Background: an optimization exercise with open tools, aiming at small area, a short achievable clock period and few clock cycles per item. Do not read the settings as production practice. In this exercise RTL edits were held to simulation tests only and were not proved equivalent to the original. Power is estimated from default activity; no workload was simulated.

09-17:
Design ordered_dither_spiral_screen_unit, start of the top module:
module ordered_dither_spiral_screen_unit (
    input  logic                          i_clk,
    input  logic                          i_rst_n,
    input  logic                          i_cfg_valid,
    output logic                          o_cfg_ready,
    input  logic [odss_pkg::SIDE_W-1:0]   i_cfg_data,     
    input  logic                          s_axis_tvalid,
    output logic                          s_axis_tready,
    input  logic [odss_pkg::IN_W-1:0]     s_axis_tdata,
    input  logic [0:0]                    s_axis_tuser,   
    output logic                          m_axis_tvalid,
    input  logic                          m_axis_tready,
    output logic [odss_pkg::OUT_W-1:0]    m_axis_tdata,
    output logic [0:0]                    m_axis_tuser    
);
Size: ~2800 cells after synthesis, about 87 I/O pins.
clock: 10.0 ns
lec_check: 0
abc_area: 1
cap_margin: 20
core_margin: 2
core_utilization: 55
place_density: 0.7
slew_margin: 20
standard.sh (not shown) runs the stock make flow with config.mk's settings and CLKGATE_MAP_FILE= SYNTH_SCRIPT=/design/flow/synth_recipe.tcl, a recipe that flattens the netlist after the stock synthesis.
==> flow/flow/run.sh <==
#!/bin/bash
set -euo pipefail
bash standard.sh SETUP_SLACK_MARGIN=6.0 \
    "BUFFER_PORTS_ARGS=-buffer_cell sky130_fd_sc_hd__buf_1" \
    "CTS_ARGS=-sink_clustering_enable -repair_clock_nets -dont_use_dummy_load -buf_list {sky130_fd_sc_hd__clkbuf_4 sky130_fd_sc_hd__clkbuf_8}" \
    finish > layout.log 2>&1
Testbench counts of 09-17, summed over its fixed seeds: cycles 13,195, items 12,795.
The inputs of 03-06 differ from those of 09-17 as listed below.
==> flow/flow/run.sh <==
#!/bin/bash
set -euo pipefail
bash standard.sh SETUP_SLACK_MARGIN=6.6 \
    "BUFFER_PORTS_ARGS=-buffer_cell sky130_fd_sc_hd__buf_1" \
    "CTS_ARGS=-sink_clustering_enable -repair_clock_nets -dont_use_dummy_load" \
    finish > layout.log 2>&1
## What came out
The final layout from 03-06, which completed every stage, passed the timing, design-rule and antenna checks at the end of the flow.
03-06 against 09-17: clock buffer count from CTS dropped about 35%; worst-margin pin slew dropped 73 ps; area added between synthesis and finish climbed 16 points; critical path depth climbed 7; wire length of the first global-routing pass climbed 3.6 mm.
Global-route usage for 03-06 is higher than for 09-17.
Going from 09-17 to 03-06, total power after layout went up by 17%, instance area after placement was more or less identical.

* * *

Starting RTL as in the previous note.
==> flow/config.mk <==
export PLATFORM = sky130hd
export DESIGN_NAME = ordered_dither_spiral_screen_unit
export DESIGN_NICKNAME = ordered_dither_spiral_screen_unit
export VERILOG_FILES = /design/flow/design.v
export SDC_FILE = /design/flow/constraint.sdc
export NUM_CORES = 4
export LEC_CHECK = 0
export ABC_AREA = 1
export CAP_MARGIN = 20
export CORE_MARGIN = 2
export CORE_UTILIZATION = 70
export PLACE_DENSITY = 0.8
export SLEW_MARGIN = 20
==> flow/constraint.sdc <==
create_clock -name core_clock -period 10.0 [get_ports {i_clk}]
set_input_delay 2.0000 -clock core_clock [delete_from_list [all_inputs] [get_ports {i_clk}]]
set_output_delay 2.0000 -clock core_clock [all_outputs]
set_load 0.01 [all_outputs]
==> flow/flow/run.sh <==
#!/bin/bash
set -euo pipefail
bash standard.sh SETUP_SLACK_MARGIN=6.0 \
    "BUFFER_PORTS_ARGS=-buffer_cell sky130_fd_sc_hd__buf_1" \
    "CTS_ARGS=-sink_clustering_enable -repair_clock_nets -dont_use_dummy_load -buf_list sky130_fd_sc_hd__clkbuf_8 -sink_clustering_size 25 -sink_clustering_max_diameter 50" \
    finish > layout.log 2>&1
Testbench counts at the start, summed over its fixed seeds: cycles 13,195, items 12,795.
Next try:
==> flow/flow/run.sh (replaced) <==
#!/bin/bash
set -euo pipefail
bash standard.sh SETUP_SLACK_MARGIN=6.2 \
    "BUFFER_PORTS_ARGS=-buffer_cell sky130_fd_sc_hd__buf_1" \
    "CTS_ARGS=-sink_clustering_enable -repair_clock_nets -dont_use_dummy_load" \
    finish > layout.log 2>&1
- CORE_UTILIZATION: 70 -> 55
- PLACE_DENSITY: 0.8 -> 0.7
Effect:
- The new run completed with no timing, DRC or antenna violations
- core utilization decreases by 13 points
- via count decreases by 4.9%
- die area increases by 27%
- power increases by 5.5%
- critical path depth decreases by 2
- worst setup slack gets better by 0.15 ns
Next try:
==> flow/flow/run.sh (replaced) <==
#!/bin/bash
set -euo pipefail
bash standard.sh SETUP_SLACK_MARGIN=6.0 \
    "BUFFER_PORTS_ARGS=-buffer_cell sky130_fd_sc_hd__buf_1" \
    "CTS_ARGS=-sink_clustering_enable -repair_clock_nets -dont_use_dummy_load -buf_list sky130_fd_sc_hd__clkbuf_8 -sink_clustering_size 25 -sink_clustering_max_diameter 50" \
    finish > layout.log 2>&1
After rerunning:
- setup slack degrades by 0.12 ns
- power fell by about 7%
- via count came out lower by 1.1%
- register-to-register slack is worse by 0.12 ns
- design area shrinks by 5.1%
- combinational power came out lower by 4.9%
Next try:
==> flow/flow/run.sh (replaced) <==
#!/bin/bash
set -euo pipefail
bash standard.sh SETUP_SLACK_MARGIN=5.8 \
    "BUFFER_PORTS_ARGS=-buffer_cell sky130_fd_sc_hd__buf_1" \
    "CTS_ARGS=-sink_clustering_enable -repair_clock_nets -dont_use_dummy_load" \
    finish > layout.log 2>&1
Result:
- The new run finished clean
- die area is unchanged
- clock power is higher by well over a third
- power is higher by a few percent
- worst setup slack got worse by 0.064 ns
- area after synthesis does not change
- hold slack improved by 0.011 ns
- combinational power is lower by a few percent
- clock-buffer cell count is higher by 2
- core utilization stays flat
- cell count is lower slightly
- routed wire length is lower slightly

* * *

ordered_dither_spiral_screen_unit, a different RTL version from the one above (not shown whole).
Size: ~270 flip-flops, about 87 I/O pins, roughly 0.020 mm2 of cells after synthesis.
clock: 10.0 ns
lec_check: 0
abc_area: 1
cap_margin: 0
core_margin: 2
core_utilization: 55
place_density: 0.7
slew_margin: 0
==> flow/flow/run.sh <==
#!/bin/bash
set -euo pipefail
bash standard.sh SETUP_SLACK_MARGIN=6.0 \
    "BUFFER_PORTS_ARGS=-buffer_cell sky130_fd_sc_hd__buf_1" \
    "CTS_ARGS=-sink_clustering_enable -repair_clock_nets -dont_use_dummy_load -buf_list sky130_fd_sc_hd__clkbuf_8 -sink_clustering_size 25 -sink_clustering_max_diameter 50" \
    finish > layout.log 2>&1
Testbench counts at the start, summed over its fixed seeds: cycles 13,195, items 12,795.
Rerun with:
==> flow/flow/run.sh (replaced) <==
#!/bin/bash
set -euo pipefail
bash standard.sh SETUP_SLACK_MARGIN=5.6 \
    "BUFFER_PORTS_ARGS=-buffer_cell sky130_fd_sc_hd__buf_1" \
    "CTS_ARGS=-sink_clustering_enable -repair_clock_nets -dont_use_dummy_load" \
    finish > layout.log 2>&1
--- a/flow/config.mk
+++ b/flow/config.mk
@@ -7,7 +7,7 @@
 export LEC_CHECK = 0
 export ABC_AREA = 1
-export CAP_MARGIN = 0
+export CAP_MARGIN = 20
 export CORE_MARGIN = 2
 export CORE_UTILIZATION = 55
 export PLACE_DENSITY = 0.7
-export SLEW_MARGIN = 0
+export SLEW_MARGIN = 20
=>
- total power came out higher by about 0.33%
- maximum frequency came out lower by about 7%
- worst hold slack improved by 0.019 ns
- utilization came out lower by 0.97 points
- die area is unchanged
- design area came out lower by 1.6%
Rerun with:
==> flow/flow/run.sh (replaced) <==
#!/bin/bash
set -euo pipefail
bash standard.sh SETUP_SLACK_MARGIN=6.0 \
    "BUFFER_PORTS_ARGS=-buffer_cell sky130_fd_sc_hd__buf_1" \
    "CTS_ARGS=-sink_clustering_enable -repair_clock_nets -dont_use_dummy_load -buf_list sky130_fd_sc_hd__clkbuf_8 -sink_clustering_size 25 -sink_clustering_max_diameter 50" \
    finish > layout.log 2>&1
--- a/flow/config.mk
+++ b/flow/config.mk
@@ -6,5 +6,5 @@
 export NUM_CORES = 4
 export LEC_CHECK = 0
-export ABC_AREA = 1
+export ABC_CLOCK_PERIOD_IN_PS = 4000
 export CAP_MARGIN = 20
 export CORE_MARGIN = 2
The changed run went through all stages and came out clean.
Synthesized area rises by 4.8%.
Cell area came out higher by 9.3%.
Register-to-register slack got worse by 0.24 ns.
Total power went down by 7.2%.
Clock skew rises by 0.031 ns.
Setup slack is worse by 0.24 ns.
Rerun with:
==> flow/run.sh (new file) <==
#!/bin/bash
# synth_recipe.tcl (not shown) runs the flow's synth.tcl, then flattens the netlist and writes it again
# the make line also repeats each setting of config.mk as NAME=value (left out here)
make -C /OpenROAD-flow-scripts/flow DESIGN_CONFIG=/design/flow/config.mk WORK_HOME=/design/flow/orfs CLKGATE_MAP_FILE= SYNTH_SCRIPT=/design/flow/synth_recipe.tcl finish
--- a/flow/config.mk
+++ b/flow/config.mk
@@ -6,8 +6,9 @@
 export NUM_CORES = 4
 export LEC_CHECK = 0
-export ABC_CLOCK_PERIOD_IN_PS = 4000
+export ABC_AREA = 1
 export CAP_MARGIN = 20
 export CORE_MARGIN = 2
 export CORE_UTILIZATION = 55
 export PLACE_DENSITY = 0.7
+export SETUP_SLACK_MARGIN = 5
 export SLEW_MARGIN = 20
removed: flow/flow/run.sh
removed: flow/standard.sh
After rerunning:
- first-iteration DRC count goes up by roughly a tenth
- flip-flop and latch count is unchanged
- total power goes up by roughly a tenth
- non-clock buffer count goes down by 131
- cell area goes down by a little under a tenth
- clock-buffer cell count goes up by 5
- clock power goes up by well over a third
- routed wire length goes down by a few percent
- final cell count goes up by a little under a tenth
- maximum frequency goes down by a few percent
- setup slack degrades by 0.28 ns
Rerun with:
==> flow/flow/run.sh (new file) <==
#!/bin/bash
set -euo pipefail
bash standard.sh SETUP_SLACK_MARGIN=6.0 \
    "BUFFER_PORTS_ARGS=-buffer_cell sky130_fd_sc_hd__buf_1" \
    "CTS_ARGS=-sink_clustering_enable -repair_clock_nets -dont_use_dummy_load -buf_list sky130_fd_sc_hd__clkbuf_8 -sink_clustering_size 25 -sink_clustering_max_diameter 50" \
    finish > layout.log 2>&1
==> flow/standard.sh (new file) <==
#!/bin/bash
# synth_recipe.tcl (not shown) runs the flow's synth.tcl, then flattens the netlist and writes it again
# the make line also repeats each setting of config.mk as NAME=value (left out here)
make -C /OpenROAD-flow-scripts/flow DESIGN_CONFIG=/design/flow/config.mk WORK_HOME=/design/flow/orfs CLKGATE_MAP_FILE= SYNTH_SCRIPT=/design/flow/synth_recipe.tcl "${@:-finish}"
--- a/flow/config.mk
+++ b/flow/config.mk
@@ -11,4 +11,3 @@
 export CORE_UTILIZATION = 55
 export PLACE_DENSITY = 0.7
-export SETUP_SLACK_MARGIN = 5
 export SLEW_MARGIN = 20
removed: flow/run.sh
Effect: Cell area barely changes; worst setup slack improves by 0.81 ns; register-to-register slack improves by 0.81 ns; global-route usage hardly moves; clock-buffer cell count falls by 5; sequential power is about the same; clock skew rises by 0.045 ns; die area is unchanged; total power falls by a few percent.

## what the ideal ports hide
The flow's constraints put no driver on any port. The routed layouts listed below were extracted and timed again, unchanged, in two steps.
Step 1 (the two cells are an assumption about what drives the block):
set clk [get_ports {i_clk}]
set_driving_cell -lib_cell sky130_fd_sc_hd__clkbuf_16 $clk
set_driving_cell -lib_cell sky130_fd_sc_hd__buf_2 [delete_from_list [all_inputs] $clk]
Step 2 adds t to the input delays and takes it off the output delays; t is the mean of the earliest and latest rising clock arrival at the registers after step 1. Input paths then give back, and output paths get back, about the clock's delay inside the block.
Three values: ideal ports, drivers, drivers and shift; two values: the first two.
run	shift t [ns]	setup slack, ns	worst setup path after step 2	slew at the worst register clock pin (ns)	worst slew at a driven data input, ns
09-17	0.628	6.102 / 6.102 / 6.029	input to register	0.06 / 0.06	0.04
03-06	0.605	6.351 / 6.351 / 6.185	input to register	0.07 / 0.07	0.04
the first run of note 2	0.618	6.079 / 6.079 / 5.975	input to register	0.12 / 0.12	0.09
the second run of note 2	0.604	6.229 / 6.229 / 6.070	input to register	0.06 / 0.06	0.04
the third run of note 2	0.641	6.112 / 6.112 / 6.078	input to register	0.11 / 0.11	0.04
the fourth run of note 2	0.594	6.048 / 6.048 / 6.048	register to register	0.06 / 0.06	0.05
the first run of note 3	0.640	6.098 / 6.098 / 6.057	input to register	0.11 / 0.11	0.03
the second run of note 3	0.591	5.803 / 5.803 / 5.803	register to register	0.06 / 0.06	0.03
the third run of note 3	0.627	5.565 / 5.565 / 5.565	register to register	0.11 / 0.11	0.07
the fourth run of note 3	0.603	5.286 / 5.286 / 5.286	register to register	0.07 / 0.07	0.04
the fifth run of note 3	0.640	6.098 / 6.098 / 6.057	input to register	0.11 / 0.11	0.03
After both steps setup and hold are still met in every run listed. For 03-06, which loses most, drivers alone change the setup slack by 0.000 ns; drivers and shift together by -0.166 ns.
